From an optimization exercise on the open Yosys and OpenROAD flow, aimed at a short achievable clock period and few clock cycles per item; shortcuts taken in it are not production practice. The RTL was checked by simulation tests, not by an equivalence proof against the original design. The flow treats the clock pin as an ideal source, which a real chip does not have. No activity file was given, so power comes from the tool's default toggle rates.

## xenon
==> flow/design.v (excerpt) <==
module edge_notify_backoff_logger #(
	parameter int LOG_DEPTH = LOG_DEPTH_DEF
) (
	input  logic                  clk,
	input  logic                  arst_n,
	input  logic                  tick_valid,
	output logic                  tick_ready,
	input  logic [TIME_W-1:0]     tick_time_ms,
	input  logic                  tick_pin_level,
	output logic                  report_valid,
	input  logic                  report_ready,
	output logic                  report_type,
	output logic                  report_push_request,
	output logic                  report_led_state,
	output logic                  report_backoff_ended,
	output logic [CNT_W-1:0]      report_suppressed_count,
	output logic [CNT_W-1:0]      report_overrun_total,
	output logic [TIME_W-1:0]     report_log_time,
	output logic                  report_last,
	input  logic                  cfg_we,
	input  logic [CFG_IDX_W-1:0]  cfg_index,
	input  logic [CFG_DATA_W-1:0] cfg_data
);
export LEC_CHECK = 0
export ABC_CLOCK_PERIOD_IN_PS = 2500
export CAP_MARGIN = 20
export CORE_MARGIN = 2
export CORE_UTILIZATION = 40
export PLACE_DENSITY = 0.6
export SETUP_SLACK_MARGIN = 5
export SLEW_MARGIN = 20
create_clock -name core_clock -period 8.0 [get_ports {clk}]
run.sh (not shown) runs the stock make flow with config.mk's settings and CLKGATE_MAP_FILE= SYNTH_SCRIPT=/design/flow/synth_recipe.tcl, a recipe that flattens the netlist after the stock synthesis.
Testbench counts of xenon, summed over its fixed seeds: cycles 5,991, ticks 4,800.
## Diff of input files: raven against xenon
==> flow/flow/run.sh (new file) <==
#!/bin/bash
set -euo pipefail
bash standard.sh SETUP_SLACK_MARGIN=5.6 finish > standard_finish.log 2>&1
==> flow/standard.sh (new file) <==
#!/bin/bash
# synth_recipe.tcl (not shown) runs the flow's synth.tcl, then flattens the netlist and writes it again
# the make line also repeats each setting of config.mk as NAME=value (left out here)
make -C /OpenROAD-flow-scripts/flow DESIGN_CONFIG=/design/flow/config.mk WORK_HOME=/design/flow/orfs CLKGATE_MAP_FILE= SYNTH_SCRIPT=/design/flow/synth_recipe.tcl "${@:-finish}"
removed: flow/run.sh
==> comparison <==
Between raven and xenon, it is raven whose via count is higher, by 912. The placed standard-cell area of raven and that of xenon are within noise of each other. Summary of raven over xenon: share of final layout cell area taken by clock buffers and inverters has increased, post-CTS setup buffer count up 79, power moved up. Against xenon, design area in raven rose by a few percent. raven did not stop at any stage, and its layout met the timing, design-rule and antenna checks. Average wire per cell in the routed design, xenon and raven: lower on xenon. The lower count of TritonRoute iterations in the first routing pass of xenon and raven is in xenon.

edge_notify_backoff_logger, a different RTL version from the one above (not shown whole).
For scale: ~3200 cells after synthesis, ~130 I/O pins.
==> flow/design.v (excerpt) <==
module edge_notify_backoff_logger #(
	parameter int LOG_DEPTH = LOG_DEPTH_DEF
) (
	input  logic                  clk,
	input  logic                  arst_n,
	input  logic                  tick_valid,
	output logic                  tick_ready,
	input  logic [TIME_W-1:0]     tick_time_ms,
	input  logic                  tick_pin_level,
	output logic                  report_valid,
	input  logic                  report_ready,
	output logic                  report_type,
	output logic                  report_push_request,
	output logic                  report_led_state,
	output logic                  report_backoff_ended,
	output logic [CNT_W-1:0]      report_suppressed_count,
	output logic [CNT_W-1:0]      report_overrun_total,
	output logic [TIME_W-1:0]     report_log_time,
	output logic                  report_last,
	input  logic                  cfg_we,
	input  logic [CFG_IDX_W-1:0]  cfg_index,
	input  logic [CFG_DATA_W-1:0] cfg_data
);
export LEC_CHECK = 0
export ABC_CLOCK_PERIOD_IN_PS = 2500
export CAP_MARGIN = 20
export CORE_MARGIN = 2
export CORE_UTILIZATION = 58
export PLACE_DENSITY = 0.75
export SETUP_SLACK_MARGIN = 5
export SLEW_MARGIN = 20
create_clock -name core_clock -period 8.0 [get_ports {clk}]
standard.sh (not shown) runs the stock make flow with config.mk's settings and CLKGATE_MAP_FILE= SYNTH_SCRIPT=/design/flow/synth_recipe.tcl, a recipe that flattens the netlist after the stock synthesis.
==> flow/flow/run.sh <==
#!/bin/bash
set -euo pipefail
here=$(pwd)
bash standard.sh SETUP_SLACK_MARGIN=5.3 PRE_CTS_TCL="$here/flow/pre_cts.tcl" finish > standard_finish.log 2>&1
==> flow/flow/pre_cts.tcl <==
# Move each flip-flop that drives an output port's buffer next to that
# buffer, then legalize the placement.
set block [ord::get_db_block]
set core [$block getCoreArea]
set cx [expr {([$core xMin] + [$core xMax]) / 2}]
set cy [expr {([$core yMin] + [$core yMax]) / 2}]
set moved 0
foreach bt [$block getBTerms] {
  if {[$bt getIoType] ne "OUTPUT"} { continue }
  set net [$bt getNet]
  if {$net eq "NULL"} { continue }
  set drv "NULL"
  foreach it [$net getITerms] {
    if {[$it isOutputSignal]} { set drv $it }
  }
  if {$drv eq "NULL"} { continue }
  set buf [$drv getInst]
  set in "NULL"
  foreach it [$buf getITerms] {
    if {[$it isInputSignal] && [$it getNet] ne "NULL"} { set in [$it getNet] }
  }
  if {$in eq "NULL"} { continue }
  set fdrv "NULL"
  foreach it [$in getITerms] {
    if {[$it isOutputSignal]} { set fdrv $it }
  }
  if {$fdrv eq "NULL"} { continue }
  set ff [$fdrv getInst]
  if {![[$ff getMaster] isSequential]} { continue }
  # only move a flop whose output feeds just this buffer and little else
  if {[llength [$in getITerms]] > 3} { continue }
  set bb [$buf getBBox]
  set bx [$bb xMin]
  set by [$bb yMin]
  # step from the buffer toward the core centre
  set dx [expr {$cx > $bx ? 1 : -1}]
  set dy [expr {$cy > $by ? 1 : -1}]
  set w [[$ff getMaster] getWidth]
  if {abs($cx - $bx) > abs($cy - $by)} {
    set nx [expr {$bx + $dx * ($w + 1000)}]
    set ny $by
  } else {
    set nx $bx
    set ny [expr {$by + $dy * 5440}]
  }
  $ff setLocation $nx $ny
  incr moved
}
puts "pre_cts: moved $moved output flip-flops next to their port buffers"
detailed_placement
The baseline completed with no timing, DRC or antenna violations.
Testbench counts at the start, summed over its fixed seeds: cycles 5,991, ticks 4,800.
Then changed:
--- a/flow/config.mk
+++ b/flow/config.mk
@@ -10,4 +10,4 @@
 export CORE_MARGIN = 2
-export CORE_UTILIZATION = 58
-export PLACE_DENSITY = 0.75
+export CORE_UTILIZATION = 52
+export PLACE_DENSITY = 0.7
 export SETUP_SLACK_MARGIN = 5
=> The changed run finished with timing, DRC and antenna clean; cell count goes up by about 2.4%; combinational power goes down by about 1%; synthesized area does not change; non-clock buffer count does not change; wire length barely changes; worst setup slack gets better by 0.016 ns.

## separate check: timing with driven ports
No port has a modelled driver above. Below, the same layouts with a new extraction and two added sets of constraints.
Step 1 (the two cells are an assumption about what drives the block):
set clk [get_ports {clk}]
set_driving_cell -lib_cell sky130_fd_sc_hd__clkbuf_16 $clk
set_driving_cell -lib_cell sky130_fd_sc_hd__buf_2 [delete_from_list [all_inputs] $clk]
Step 2 moves the port delays by t, midway between the first and last clock arrival at a register: inputs arrive t later, outputs are due t later. That takes back most of the time a late clock gives input paths.
Three values: ideal ports, drivers, drivers and shift; two values: the first two.
run	t (ns)	slack for setup (ns)	hold slack, ns	worst slew at a driven data input, ns
xenon	0.720	5.056 / 4.985 / 4.570	0.399 / 0.399 / 0.399	0.04
raven	0.703	5.112 / 5.043 / 4.993	0.417 / 0.417 / 0.417	0.05
the first run of note 2	0.708	5.205 / 5.139 / 4.747	0.408 / 0.408 / 0.408	0.05
the second run of note 2	0.706	5.221 / 5.152 / 4.694	0.419 / 0.419 / 0.419	0.05
After both steps every run listed still meets setup and hold. For the second run of note 2, which loses most, drivers alone change the setup slack by -0.069 ns; drivers and shift together by -0.527 ns.
